Context: an optimization exercise on an open-source flow, tuned for small area. The choices shown serve that exercise and are no tape-out recipe.
Only simulation tests tie the RTL to the original design; equivalence was not proved.
Power is estimated from default activity; no workload was simulated.

==> flow/design.v (excerpt) <==
module adc_rx_top (
  input  wire logic                          clk,
  input  wire logic                          rst_n,
  input  wire logic                          psel,
  input  wire logic                          penable,
  input  wire logic                          pwrite,
  input  wire logic [12-1:0] paddr,
  input  wire logic [31:0]                   pwdata,
  output logic      [31:0]                   prdata,
  output logic                               pready,
  output logic                               pslverr,
  input  wire logic                          s_valid,
  input  wire adc_rx_pkg::sample_t           s_data_0,
  input  wire adc_rx_pkg::sample_t           s_data_1,
  input  wire adc_rx_pkg::sample_t           s_data_2,
  input  wire adc_rx_pkg::sample_t           s_data_3,
  output logic                               m_valid,
  output adc_rx_pkg::word_t                  m_data,
  input  wire logic                          m_ready
);
  adc_rx_pkg::ch_mask_t ch_mask;
  logic                 offset_binary;
  logic                 run;
  logic                 cap_valid;
  logic [63:0]          cap_lanes;
  logic [3:0]           cap_land;
  logic [2:0]           cap_total;
  logic [1:0]           lvl_nxt;
  logic                 pk_done;
  logic [63:0]          pk_word;
  logic                 overflow;
  logic                 word_sent;
  adc_ctrl_regs regs_i (
    .clk           (clk),
    .rst_n         (rst_n),
    .psel          (psel),
    .penable       (penable),
    .pwrite        (pwrite),
    .paddr         (paddr),
    .pwdata        (pwdata),
    .overflow      (overflow),
    .word_sent     (word_sent),
  ...
For scale: about 1500 cells after synthesis, about 680 flip-flops, about 25000 um^2 of cells after synthesis.
==> module adc_output_fifo, before the edit <==
module adc_output_fifo #(
  parameter int DEPTH = 8
) (
  input  wire logic               clk,
  input  wire logic               rst_n,
  input  wire logic               pk_done,
  input  wire logic [63:0]        pk_word,
  input  wire logic               m_ready,
  output logic                    m_valid,
  output logic [63:0]             m_data,
  output logic                    overflow,
  output logic                    word_sent
);
  localparam int AW = $clog2(DEPTH);
  logic [63:0]      mem [DEPTH];
  logic [AW:0]      cnt;
  logic [DEPTH-1:0] head;
  logic             hid_valid;
  logic             ovf_pend;
  logic             full_nxt;
  logic             push;
  logic             pop;
  assign m_valid = (cnt > {{AW{1'b0}}, hid_valid});
  assign pop     = m_valid & m_ready;
  always_comb begin
    for (int s = 0; s < DEPTH; s++) begin
      head[s] = (cnt == s + 1);
    end
    m_data = '0;
    for (int s = 0; s < DEPTH; s++) begin
      m_data = m_data | ({64{head[s]}} & mem[s]);
    end
  end
  assign word_sent = pop;
  assign overflow  = ovf_pend;
  assign full_nxt = cnt[AW] & ~pop;
  assign push     = pk_done & ~full_nxt;
  always_ff @(posedge clk or negedge rst_n) begin
    if (!rst_n) begin
      cnt       <= '0;
      hid_valid <= 1'b0;
      ovf_pend  <= 1'b0;
    end else begin
      cnt <= cnt + {{AW{1'b0}}, push} - {{AW{1'b0}}, pop};
      hid_valid <= push;
      ovf_pend  <= pk_done & full_nxt;
    end
  end
  always_ff @(posedge clk) begin
    if (push) begin
      mem[0] <= pk_word;
      for (int s = 1; s < DEPTH; s++) begin
        mem[s] <= mem[s-1];
      end
    end
  end
endmodule
==> flow/config.mk <==
export PLATFORM = sky130hd
export DESIGN_NAME = adc_rx_top
export DESIGN_NICKNAME = adc_rx_top
export VERILOG_FILES = /design/flow/design.v
export SDC_FILE = /design/flow/constraint.sdc
export NUM_CORES = 4
export LEC_CHECK = 0
export CAP_MARGIN = 20
export CORE_MARGIN = 2
export CORE_UTILIZATION = 65
export SLEW_MARGIN = 20
export BUFFER_PORTS_ARGS = -buffer_cell sky130_fd_sc_hd__buf_1
export CTS_ARGS = -sink_clustering_enable -repair_clock_nets -dont_use_dummy_load -buf_list sky130_fd_sc_hd__clkbuf_4 -sink_clustering_size 10 -sink_clustering_max_diameter 40
==> flow/constraint.sdc <==
create_clock -name core_clock -period 6.0 [get_ports {clk}]
set_input_delay 1.2000 -clock core_clock [delete_from_list [all_inputs] [get_ports {clk}]]
set_output_delay 1.2000 -clock core_clock [all_outputs]
set_load 0.01 [all_outputs]
standard.sh (not shown) runs the stock make flow with config.mk's settings and CLKGATE_MAP_FILE= SYNTH_SCRIPT=/design/flow/synth_recipe.tcl, a recipe that flattens the netlist after the stock synthesis.
==> flow/flow/run.sh <==
#!/bin/bash
# The standard layout (standard.sh) with three changes to how it is made:
#  - synthesis is the standard flow's own script (synth_recipe.tcl) unchanged except that
#    ABC maps the logic with an area-oriented script (flow/abc_area.script);
#    registers are mapped before ABC runs, so they are the same as in the
#    standard synthesis;
#  - the port buffers are sky130_fd_sc_hd__buf_1 instead of the flow's
#    default pick;
#  - the clock tree uses clkbuf_4 buffers over sink clusters of up to 10, without
#    dummy loads.
# Logs: synth.log (synthesis), standard.log (every later step); the
# per-step logs stay under orfs/logs/.
set -euo pipefail
here=$(pwd)

cat >> "$FLOW_CONFIG" <<'CFG'
export BUFFER_PORTS_ARGS = -buffer_cell sky130_fd_sc_hd__buf_1
export CTS_ARGS = -sink_clustering_enable -repair_clock_nets -dont_use_dummy_load -buf_list sky130_fd_sc_hd__clkbuf_4 -sink_clustering_size 10 -sink_clustering_max_diameter 40
CFG

# Synthesis script: synth_recipe.tcl behind an abc wrapper that swaps the
# ABC script
{
  cat <<TCL
proc abc {args} {
  set i [lsearch \$args -script]
  if { \$i >= 0 } {
    set args [lreplace \$args [expr {\$i + 1}] [expr {\$i + 1}] $here/flow/abc_area.script]
  }
  yosys abc {*}\$args
}
TCL
  cat synth_recipe.tcl
} > synth_area.tcl

# standard.sh's make command, run for the synthesis step only with the
# script above
mk=$(grep '^make ' standard.sh)
mk=${mk//synth_recipe.tcl/synth_area.tcl}
mk=${mk%\"\$\{@:-finish\}\"}
eval "$mk synth" > synth.log 2>&1

# The rest of the standard flow; make keeps the synthesis above
bash standard.sh > standard.log 2>&1
==> flow/flow/abc_area.script <==
&get -n
&st
&syn2
&dch
&nf -a -R 1000
&st
&dch
&nf -a -R 1000
&put
topo
stime -c
The baseline finished with timing, DRC and antenna clean.
==> next run, changes <==
--- a/flow/design.v
+++ b/flow/design.v
@@ -210,39 +210,43 @@
   output logic [63:0]             m_data,
   output logic                    overflow,
   output logic                    word_sent
 );
-  localparam int AW = $clog2(DEPTH);
   logic [63:0]      mem [DEPTH];
-  logic [AW:0]      cnt;
+  logic [DEPTH-1:0] occ;
   logic [DEPTH-1:0] head;
   logic             hid_valid;
   logic             ovf_pend;
   logic             full_nxt;
   logic             push;
   logic             pop;
-  assign m_valid = (cnt > {{AW{1'b0}}, hid_valid});
+  assign m_valid = hid_valid ? occ[1] : occ[0];
   assign pop     = m_valid & m_ready;
   always_comb begin
-    for (int s = 0; s < DEPTH; s++) begin
-      head[s] = (cnt == s + 1);
+    for (int s = 0; s < DEPTH - 1; s++) begin
+      head[s] = occ[s] & ~occ[s+1];
     end
+    head[DEPTH-1] = occ[DEPTH-1];
     m_data = '0;
     for (int s = 0; s < DEPTH; s++) begin
       m_data = m_data | ({64{head[s]}} & mem[s]);
     end
   end
   assign word_sent = pop;
   assign overflow  = ovf_pend;
-  assign full_nxt = cnt[AW] & ~pop;
+  assign full_nxt = occ[DEPTH-1] & ~pop;
   assign push     = pk_done & ~full_nxt;
   always_ff @(posedge clk or negedge rst_n) begin
     if (!rst_n) begin
-      cnt       <= '0;
+      occ       <= '0;
       hid_valid <= 1'b0;
       ovf_pend  <= 1'b0;
     end else begin
-      cnt <= cnt + {{AW{1'b0}}, push} - {{AW{1'b0}}, pop};
+      if (push & ~pop) begin
+        occ <= {occ[DEPTH-2:0], 1'b1};
+      end else if (pop & ~push) begin
+        occ <= {1'b0, occ[DEPTH-1:1]};
+      end
       hid_valid <= push;
       ovf_pend  <= pk_done & full_nxt;
     end
   end
The new run completed with no timing, DRC or antenna violations.
Via count fell by about 1.2%.
Clock power stays flat.
Combinational power goes down by about 20%.
Core utilization went up by 0.36 points.
Non-clock buffer count goes down by 3.

## separate check: timing with driven ports
The flow's constraints put no driver on any port. The routed layouts listed below were extracted and timed again, unchanged, in two steps. Step 1: set_driving_cell puts a clkbuf_16 on clk and a buf_2 on each other input, an assumption about the parent block. Step 2 also shifts input and output timing later by t, the mid clock arrival at the registers, as if the neighbouring blocks saw the same clock. Three values: ideal, step 1, step 2; two values: the first two.
run | t, ns | slack for setup (ns) | pins driven straight from the clock port
the first run | 0.809 | 0.543 / 0.543 / 0.452 | 1
the second run | 0.828 | 0.887 / 0.887 / 0.529 | 1
After both steps setup and hold are still met in every run listed. The setup slack of the second run, which loses most, moves by 0.000 ns with the drivers and by -0.358 ns with both steps.
